Source: an optimization exercise on an open RTL-to-GDS flow (aim: small area, a short achievable clock period and few clock cycles per item). Production flows keep margins and buffers that such runs may drop. The RTL was checked by simulation tests, not by an equivalence proof against the original design.

==> flow/design.v (excerpt) <==
module accumulator_alu
(
    input  wire logic                    aclk,
    input  wire logic                    aresetn,
    input  wire logic                    s_tvalid,
    output logic                         s_tready,
    input  wire logic [63:0]         s_tdata,   
    input  wire logic [3:0]          s_tuser,   
    output logic                         m_tvalid,
    input  wire logic                    m_tready,
    output logic      [31:0]         m_tdata,   
    output logic      [0:0]              m_tuser    
);
    localparam int W  = aalu_pkg::DATA_W;
    localparam int CH = aalu_pkg::CHUNK_W;
    localparam int NC = aalu_pkg::N_CHUNK;
    localparam int CW = aalu_pkg::CCNT_W;
    logic [2:0]   state_reg, state_next;
    logic [W-1:0] acc_reg, acc_next;
    logic         mval_reg, mval_next;
    logic         merr_reg, merr_next;
    logic [W-1:0] m_reg, m_next;       
    logic [W-1:0] r_reg, r_next;       
    logic [W-1:0] s_reg, s_next;       
    logic [W-1:0] c_reg, c_next;       
    logic [CW-1:0] dcnt_reg, dcnt_next;  
    logic [4:0]   ecnt_reg, ecnt_next;
    logic [1:0]   ph_reg, ph_next;
    logic         bz_reg, bz_next;
    logic         q0_reg, q0_next;       
    logic         p1_reg, p1_next;       
    logic         dmod_reg, dmod_next;   
    logic         dneg_reg, dneg_next;   
    logic         msign_reg, msign_next;  
    logic [2:0]   act;
    logic [W-1:0] op_a, op_b;
    logic         out_free;
    logic         simple;
    logic         take;
    logic [W-1:0] take_val;
    logic         take_keep;
    logic         take_err;
    assign act      = s_tuser[2:0];
    assign op_a     = s_tuser[3] ? acc_reg : s_tdata[W-1:0];
    assign op_b     = s_tdata[2*W-1:W];
    assign out_free = !mval_reg || m_tready;
    assign simple   = (act == aalu_pkg::ACT_ADD) || (act == aalu_pkg::ACT_SUB)
                   || (act[2:1] == 2'b11)
  ...
Size in the first run: roughly 180 flip-flops, roughly 110 I/O pins, about 26000 µm² of cells after synthesis.
==> flow/config.mk <==
export PLATFORM = sky130hd
export DESIGN_NAME = accumulator_alu
export DESIGN_NICKNAME = accumulator_alu
export VERILOG_FILES = /design/flow/design.v
export SDC_FILE = /design/flow/constraint.sdc
export NUM_CORES = 4
export LEC_CHECK = 0
export CAP_MARGIN = 20
export CORE_MARGIN = 2
export CORE_UTILIZATION = 40
export PLACE_DENSITY = 0.7
export SETUP_SLACK_MARGIN = 0.7
export SLEW_MARGIN = 20
export BUFFER_PORTS_ARGS = -buffer_cell sky130_fd_sc_hd__buf_2
==> flow/constraint.sdc <==
create_clock -name core_clock -period 5.5 [get_ports {aclk}]
set_input_delay 1.1000 -clock core_clock [delete_from_list [all_inputs] [get_ports {aclk}]]
set_output_delay 1.1000 -clock core_clock [all_outputs]
set_load 0.01 [all_outputs]
standard.sh (not shown) runs the stock make flow with config.mk's settings and CLKGATE_MAP_FILE= SYNTH_SCRIPT=/design/flow/synth_recipe.tcl, a recipe that flattens the netlist after the stock synthesis.
==> flow/flow/run.sh <==
#!/bin/bash
# The standard layout (standard.sh, all steps to finish), except that the
# input and output ports are buffered with sky130_fd_sc_hd__buf_2 instead of
# the delay buffer (clkdlybuf4s50_1) the resizer picks by default: smaller and
# faster. Everything else, synthesis included, is the standard flow.
set -o pipefail
export BUFFER_PORTS_ARGS="-buffer_cell sky130_fd_sc_hd__buf_2"
echo 'export BUFFER_PORTS_ARGS = -buffer_cell sky130_fd_sc_hd__buf_2' >> config.mk
bash standard.sh > standard.log 2>&1
status=$?
grep -h "input buffers\|output buffers" orfs/logs/*/*/*/3_3_place_gp.log > port_buffers.log 2>&1
exit $status
Testbench counts at the start, summed over its fixed seeds: cycles 11,524, items 2,400.
Edit:
--- a/flow/config.mk
+++ b/flow/config.mk
@@ -10,4 +10,3 @@
 export CORE_UTILIZATION = 40
-export PLACE_DENSITY = 0.7
-export SETUP_SLACK_MARGIN = 0.7
+export SETUP_SLACK_MARGIN = 0.5
 export SLEW_MARGIN = 20
Worst setup slack degrades by 0.19 ns. Maximum frequency fell by a few percent. Final area fell slightly. Count of clock-buffer cells in the layout rose by 1.
Edit:
--- a/flow/config.mk
+++ b/flow/config.mk
@@ -10,3 +10,3 @@
 export CORE_UTILIZATION = 40
-export SETUP_SLACK_MARGIN = 0.5
+export SETUP_SLACK_MARGIN = 0.7
 export SLEW_MARGIN = 20
Outcome: Clock skew rose by 0.0034 ns; count of clock-buffer cells in the layout rises by 1; critical path depth went up by 3.

Another version of the RTL of accumulator_alu (not shown whole).
For scale: ~3,200 cells after synthesis, about 190 flip-flops, ~110 I/O pins, roughly 0.027 mm² of cells after synthesis.
clock: 5.5 ns
lec_check: 0
cap_margin: 20
core_margin: 2
core_utilization: 55
setup_slack_margin: 0.7
slew_margin: 20
run.sh (not shown) runs the stock make flow with config.mk's settings and CLKGATE_MAP_FILE= SYNTH_SCRIPT=/design/flow/synth_recipe.tcl, a recipe that flattens the netlist after the stock synthesis.
Stock flow here: none of the scripts above is used.
Testbench counts at the start, summed over its fixed seeds: cycles 11,524, items 2,400.
Edit:
==> flow/flow/run.sh (new file) <==
#!/bin/bash
# The standard layout (standard.sh, all steps to finish), except that the
# input and output ports are buffered with sky130_fd_sc_hd__buf_2 instead of
# the delay buffer (clkdlybuf4s50_1) the resizer picks by default: smaller and
# faster. Everything else, synthesis included, is the standard flow.
set -o pipefail
export BUFFER_PORTS_ARGS="-buffer_cell sky130_fd_sc_hd__buf_2"
echo 'export BUFFER_PORTS_ARGS = -buffer_cell sky130_fd_sc_hd__buf_2' >> config.mk
bash standard.sh > standard.log 2>&1
status=$?
grep -h "input buffers\|output buffers" orfs/logs/*/*/*/3_3_place_gp.log > port_buffers.log 2>&1
exit $status
==> flow/standard.sh (new file) <==
#!/bin/bash
# synth_recipe.tcl (not shown) runs the flow's synth.tcl, then flattens the netlist and writes it again
# the make line also repeats each setting of config.mk as NAME=value (left out here)
make -C /OpenROAD-flow-scripts/flow DESIGN_CONFIG=/design/flow/config.mk WORK_HOME=/design/flow/orfs CLKGATE_MAP_FILE= SYNTH_SCRIPT=/design/flow/synth_recipe.tcl "${@:-finish}"
- BUFFER_PORTS_ARGS: not set -> -buffer_cell sky130_fd_sc_hd__buf_2
- CORE_UTILIZATION: 55 -> 40
removed: flow/run.sh
Effect: The new run went through all stages and came out clean. Via count decreases by about 5%. Critical path depth does not change. Wire length climbs by about 5.7%. Die area rises by 37%. Design area shrinks by 3.5%.

==> static timing again, ports no longer ideal <==
In the flow no input, the clock included, has a driving cell. The finished layouts below were timed again as built, in two steps.
Step 1 assumes that a clkbuf_16 drives the clock port and a buf_2 every other input.
Step 2 adds t to the input delays and takes it off the output delays; t is the mean of the earliest and latest rising clock arrival at the registers after step 1. Input paths then give back, and output paths get back, about the clock's delay inside the block.
a / b / c = ideal ports / drivers / drivers and shift; a / b = the first two.
run | t, ns | setup WS [ns] | slew at the worst register clock pin (ns) | cell pins on the clock port's net
the first run of note 1 | 0.532 | 0.765 / 0.769 / 0.237 | 0.08 / 0.08 | 1
the second run of note 1 | 0.568 | 0.579 / 0.579 / 0.049 | 0.08 / 0.08 | 1
the third run of note 1 | 0.575 | 0.727 / 0.727 / 0.219 | 0.08 / 0.08 | 1
the first run of note 2 | 0.545 | 0.614 / 0.654 / 0.109 | 0.09 / 0.09 | 1
the second run of note 2 | 0.586 | 0.746 / 0.783 / 0.197 | 0.09 / 0.09 | 1
After both steps every run listed still meets setup and hold. The setup slack of the second run of note 2, which loses most, moves by +0.037 ns with the drivers and by -0.549 ns with both steps.
